What follows belongs to an exercise in optimizing a design on an open flow for small area; a production flow would make more cautious choices. At most, simulation tests tie the RTL to the original design; equivalence was not proved. Power and IR drop assume default switching activity.

== red ==
## systolic_array
module systolic_array
(
    input  logic                      clk_in,
    input  logic                      rst_in,
    input  logic                      load_weight_in,
    input  systolic_pkg::weight_t     weight_in,
    input  systolic_pkg::act_t  [3:0] act_col_in,
    input  systolic_pkg::psum_t [3:0] psum_row_in,
    output systolic_pkg::psum_t [3:0] psum_row_out,
    output systolic_pkg::act_t  [3:0] act_col_out
);
    localparam int SPLIT = 6;
    logic [3:0] slot_cnt;
    always_ff @(posedge clk_in or negedge rst_in) begin
        if (!rst_in)              slot_cnt <= '0;
        else if (!load_weight_in) slot_cnt <= '0;
        else                      slot_cnt <= slot_cnt + 4'd1;
    end
    logic                  wen1, wen2, wen3;
    logic [3:0]            wslot1;      
    logic [1:0]            wrow2, wrow3;
    logic                  wcol2;       
    systolic_pkg::weight_t wval1, wval2, wval3;
    always_ff @(posedge clk_in or negedge rst_in) begin
        if (!rst_in) begin
            wen1 <= 1'b0;
            wen2 <= 1'b0;
            wen3 <= 1'b0;
        end else begin
            wen1 <= load_weight_in & (slot_cnt[1:0] != 2'd3);
            wen2 <= wen1 & (wslot1[1:0] != 2'd2);
            wen3 <= wen2 & ~wcol2;
        end
    end
    always_ff @(posedge clk_in) begin
        wslot1 <= slot_cnt;
        wrow2  <= wslot1[3:2];
  ...
==> module out_carry, before the edit <==
module out_carry (
    input  logic [18:6] g, p,
    output logic [19:6] c
);
    assign c[6] = 1'b1;
    for (genvar i = 6; i < 19; i++) begin : g_c
        if (1 && (i - 6) % 2 == 1) begin : g_skip
            assign c[i+1] = g[i] | (p[i] & g[i-1]) | (p[i] & p[i-1] & c[i-1]);
        end else begin : g_one
            assign c[i+1] = g[i] | (p[i] & c[i]);
        end
    end
endmodule
export LEC_CHECK = 0
export CAP_MARGIN = 0
export CORE_MARGIN = 2
export CORE_UTILIZATION = 60
export SLEW_MARGIN = 0
export SYNTH_HIERARCHICAL = 1
create_clock -name core_clock -period 5.4 [get_ports {clk_in}]
standard.sh (not shown) runs the stock make flow with config.mk's settings and CLKGATE_MAP_FILE= SYNTH_SCRIPT=/design/flow/synth_recipe.tcl, a recipe that flattens the netlist after the stock synthesis.
==> flow/flow/run.sh <==
#!/bin/bash
# Layout flow: the standard ORFS flow (standard.sh, standard synthesis
# unchanged) with two layout-only changes:
#  - the port buffers that placement inserts use the smallest buffer cell
#    (every input and output port still gets its own buffer);
#  - clock tree synthesis inserts no dummy loads.
# make's full output goes to standard.log in the work folder; ORFS keeps each
# tool's own log under orfs/logs/.
set -euo pipefail
bash standard.sh \
    "BUFFER_PORTS_ARGS=-buffer_cell sky130_fd_sc_hd__buf_1" \
    "CTS_ARGS=-sink_clustering_enable -repair_clock_nets -dont_use_dummy_load" \
    finish > standard.log 2>&1
The flow did not stop early for red: all stages ran, and the layout cleared the timing, design-rule and antenna checks.
Here is what was changed in the inputs of blue compared with red.
diff --git a/flow/design.v b/flow/design.v
--- a/flow/design.v
+++ b/flow/design.v
@@ -754,10 +754,25 @@
     for (genvar i = 6; i < 19; i++) begin : g_c
         if (1 && (i - 6) % 2 == 1) begin : g_skip
-            assign c[i+1] = g[i] | (p[i] & g[i-1]) | (p[i] & p[i-1] & c[i-1]);
+            logic gg, pp;
+            ao21_g u_g (.a (p[i]), .b (g[i-1]), .c (g[i]), .y (gg));
+            and_g  u_p (.a (p[i]), .b (p[i-1]), .y (pp));
+            ao21_g u_c (.a (pp), .b (c[i-1]), .c (gg), .y (c[i+1]));
         end else begin : g_one
-            assign c[i+1] = g[i] | (p[i] & c[i]);
+            ao21_g u_c (.a (p[i]), .b (c[i]), .c (g[i]), .y (c[i+1]));
         end
     end
 endmodule
+module ao21_g (
+    input  logic a, b, c,
+    output logic y
+);
+    assign y = (a & b) | c;
+endmodule
+module and_g (
+    input  logic a, b,
+    output logic y
+);
+    assign y = a & b;
+endmodule
 module out_sum (
     input  logic [19:6] x,
[summary]
blue ends up with higher met1 usage than red does.
blue vs red: cell area after placement down slightly
Against red, via count in blue came out better.
Looking at blue and red, the die height is a wash.
From red to blue, area taken by flip-flops and latches did not move at all.
Diff red -> blue: setup slack now sits lower; final cell count now sits lower; count of hold-fix buffers inserted at cts now sits at about the same level; area added between synthesis and finish now sits lower; largest net degree at the start of global routing now sits higher.
| synthesized cell count | blue vs red | about 0.7% lower |
Of blue and red, red shows the higher fmax, with blue below it.
No functional check of the RTL was part of red.

the reference run:
systolic_array, a different RTL version from the one above (not shown whole).
For scale: about 4000 cells after synthesis, roughly 520 flip-flops, roughly 0.051 mm² of cells after synthesis.
==> module out_carry, before the edit <==
module out_carry (
    input  logic [18:8] g, p,
    output logic [19:8] c
);
    assign c[8] = 1'b1;
    for (genvar i = 8; i < 19; i++) begin : g_c
        if (1 && (i - 8) % 2 == 1) begin : g_skip
            logic gg, pp;
            ao21_g u_g (.a (p[i]), .b (g[i-1]), .c (g[i]), .y (gg));
            and_g  u_p (.a (p[i]), .b (p[i-1]), .y (pp));
            ao21_g u_c (.a (pp), .b (c[i-1]), .c (gg), .y (c[i+1]));
        end else begin : g_one
            ao21_g u_c (.a (p[i]), .b (c[i]), .c (g[i]), .y (c[i+1]));
        end
    end
endmodule
==> flow/config.mk <==
export PLATFORM = sky130hd
export DESIGN_NAME = systolic_array
export DESIGN_NICKNAME = systolic_array
export VERILOG_FILES = /design/flow/design.v
export SDC_FILE = /design/flow/constraint.sdc
export NUM_CORES = 4
export LEC_CHECK = 0
export CAP_MARGIN = 0
export CORE_MARGIN = 2
export CORE_UTILIZATION = 65
export GPL_TIMING_DRIVEN = 0
export SETUP_SLACK_MARGIN = 0.1
export SLEW_MARGIN = 0
export SYNTH_HIERARCHICAL = 1
==> flow/constraint.sdc <==
create_clock -name core_clock -period 5.4 [get_ports {clk_in}]
set_input_delay 1.0800 -clock core_clock [delete_from_list [all_inputs] [get_ports {clk_in}]]
set_output_delay 1.0800 -clock core_clock [all_outputs]
set_load 0.01 [all_outputs]
==> flow/flow/run.sh <==
#!/bin/bash
# Layout flow: the standard ORFS flow (standard.sh, standard synthesis
# unchanged) with layout-only changes:
#  - the buffers synthesis left are removed at floorplan (REMOVE_ABC_BUFFERS),
#    and global placement is not timing-driven; timing is repaired after CTS
#    as in the standard flow;
#  - the port buffers that placement inserts use the smallest buffer cell
#    (every input and output port still gets its own buffer);
#  - clock tree synthesis inserts no dummy loads, uses clkbuf_8 and clusters
#    up to 16 sinks within 80 um.
# make's full output goes to standard.log in the work folder; ORFS keeps each
# tool's own log under orfs/logs/.
set -euo pipefail
bash standard.sh \
    "REMOVE_ABC_BUFFERS=1" \
    "BUFFER_PORTS_ARGS=-buffer_cell sky130_fd_sc_hd__buf_1" \
    "CTS_ARGS=-sink_clustering_enable -repair_clock_nets -dont_use_dummy_load -buf_list sky130_fd_sc_hd__clkbuf_8 -sink_clustering_size 16 -sink_clustering_max_diameter 80" \
    finish > standard.log 2>&1
Relative to the reference run, the following input files were edited for the trial run:
diff --git a/flow/design.v b/flow/design.v
--- a/flow/design.v
+++ b/flow/design.v
@@ -795,5 +795,5 @@
     assign c[8] = 1'b1;
     for (genvar i = 8; i < 19; i++) begin : g_c
-        if (1 && (i - 8) % 2 == 1) begin : g_skip
+        if (0 && (i - 8) % 2 == 1) begin : g_skip
             logic gg, pp;
             ao21_g u_g (.a (p[i]), .b (g[i-1]), .c (g[i]), .y (gg));
The trial run and the reference run ended up with roughly the same top-level port count. Lower final net count among the trial run and the reference run: the trial run. Taking the reference run as the reference, in the trial run height of the chip level; multiplexer fraction of the synthesized cell area level; total power moved down.

## re-timing with driven ports
The results above use ideal ports. As a check the final layouts listed here were re-extracted and re-timed, cells and wires unchanged. Step 1: set_driving_cell puts a clkbuf_16 on clk_in and a buf_2 on each other input, an assumption about the parent block. Step 2 times the ports against the registers' clock, not the clock port: input delays grow and output delays shrink by t, the midpoint of the rising clock arrivals with the driver on. a / b / c = ideal ports / drivers / drivers and shift; a / b = the first two.
| run | t (ns) | setup slack, ns | latest minus earliest clock arrival (ns) | worst register clock-pin slew, ns |
|---|---|---|---|---|
| red | 0.722 | 0.289 / 0.289 / 0.289 | 0.041 / 0.041 | 0.06 / 0.06 |
| blue | 0.712 | 0.248 / 0.248 / 0.248 | 0.060 / 0.060 | 0.07 / 0.07 |
| the reference run | 0.724 | 0.163 / 0.163 / 0.163 | 0.078 / 0.078 | 0.11 / 0.11 |
| the trial run | 0.720 | 0.118 / 0.118 / 0.118 | 0.064 / 0.064 | 0.11 / 0.11 |
After both steps every run listed still meets setup and hold.
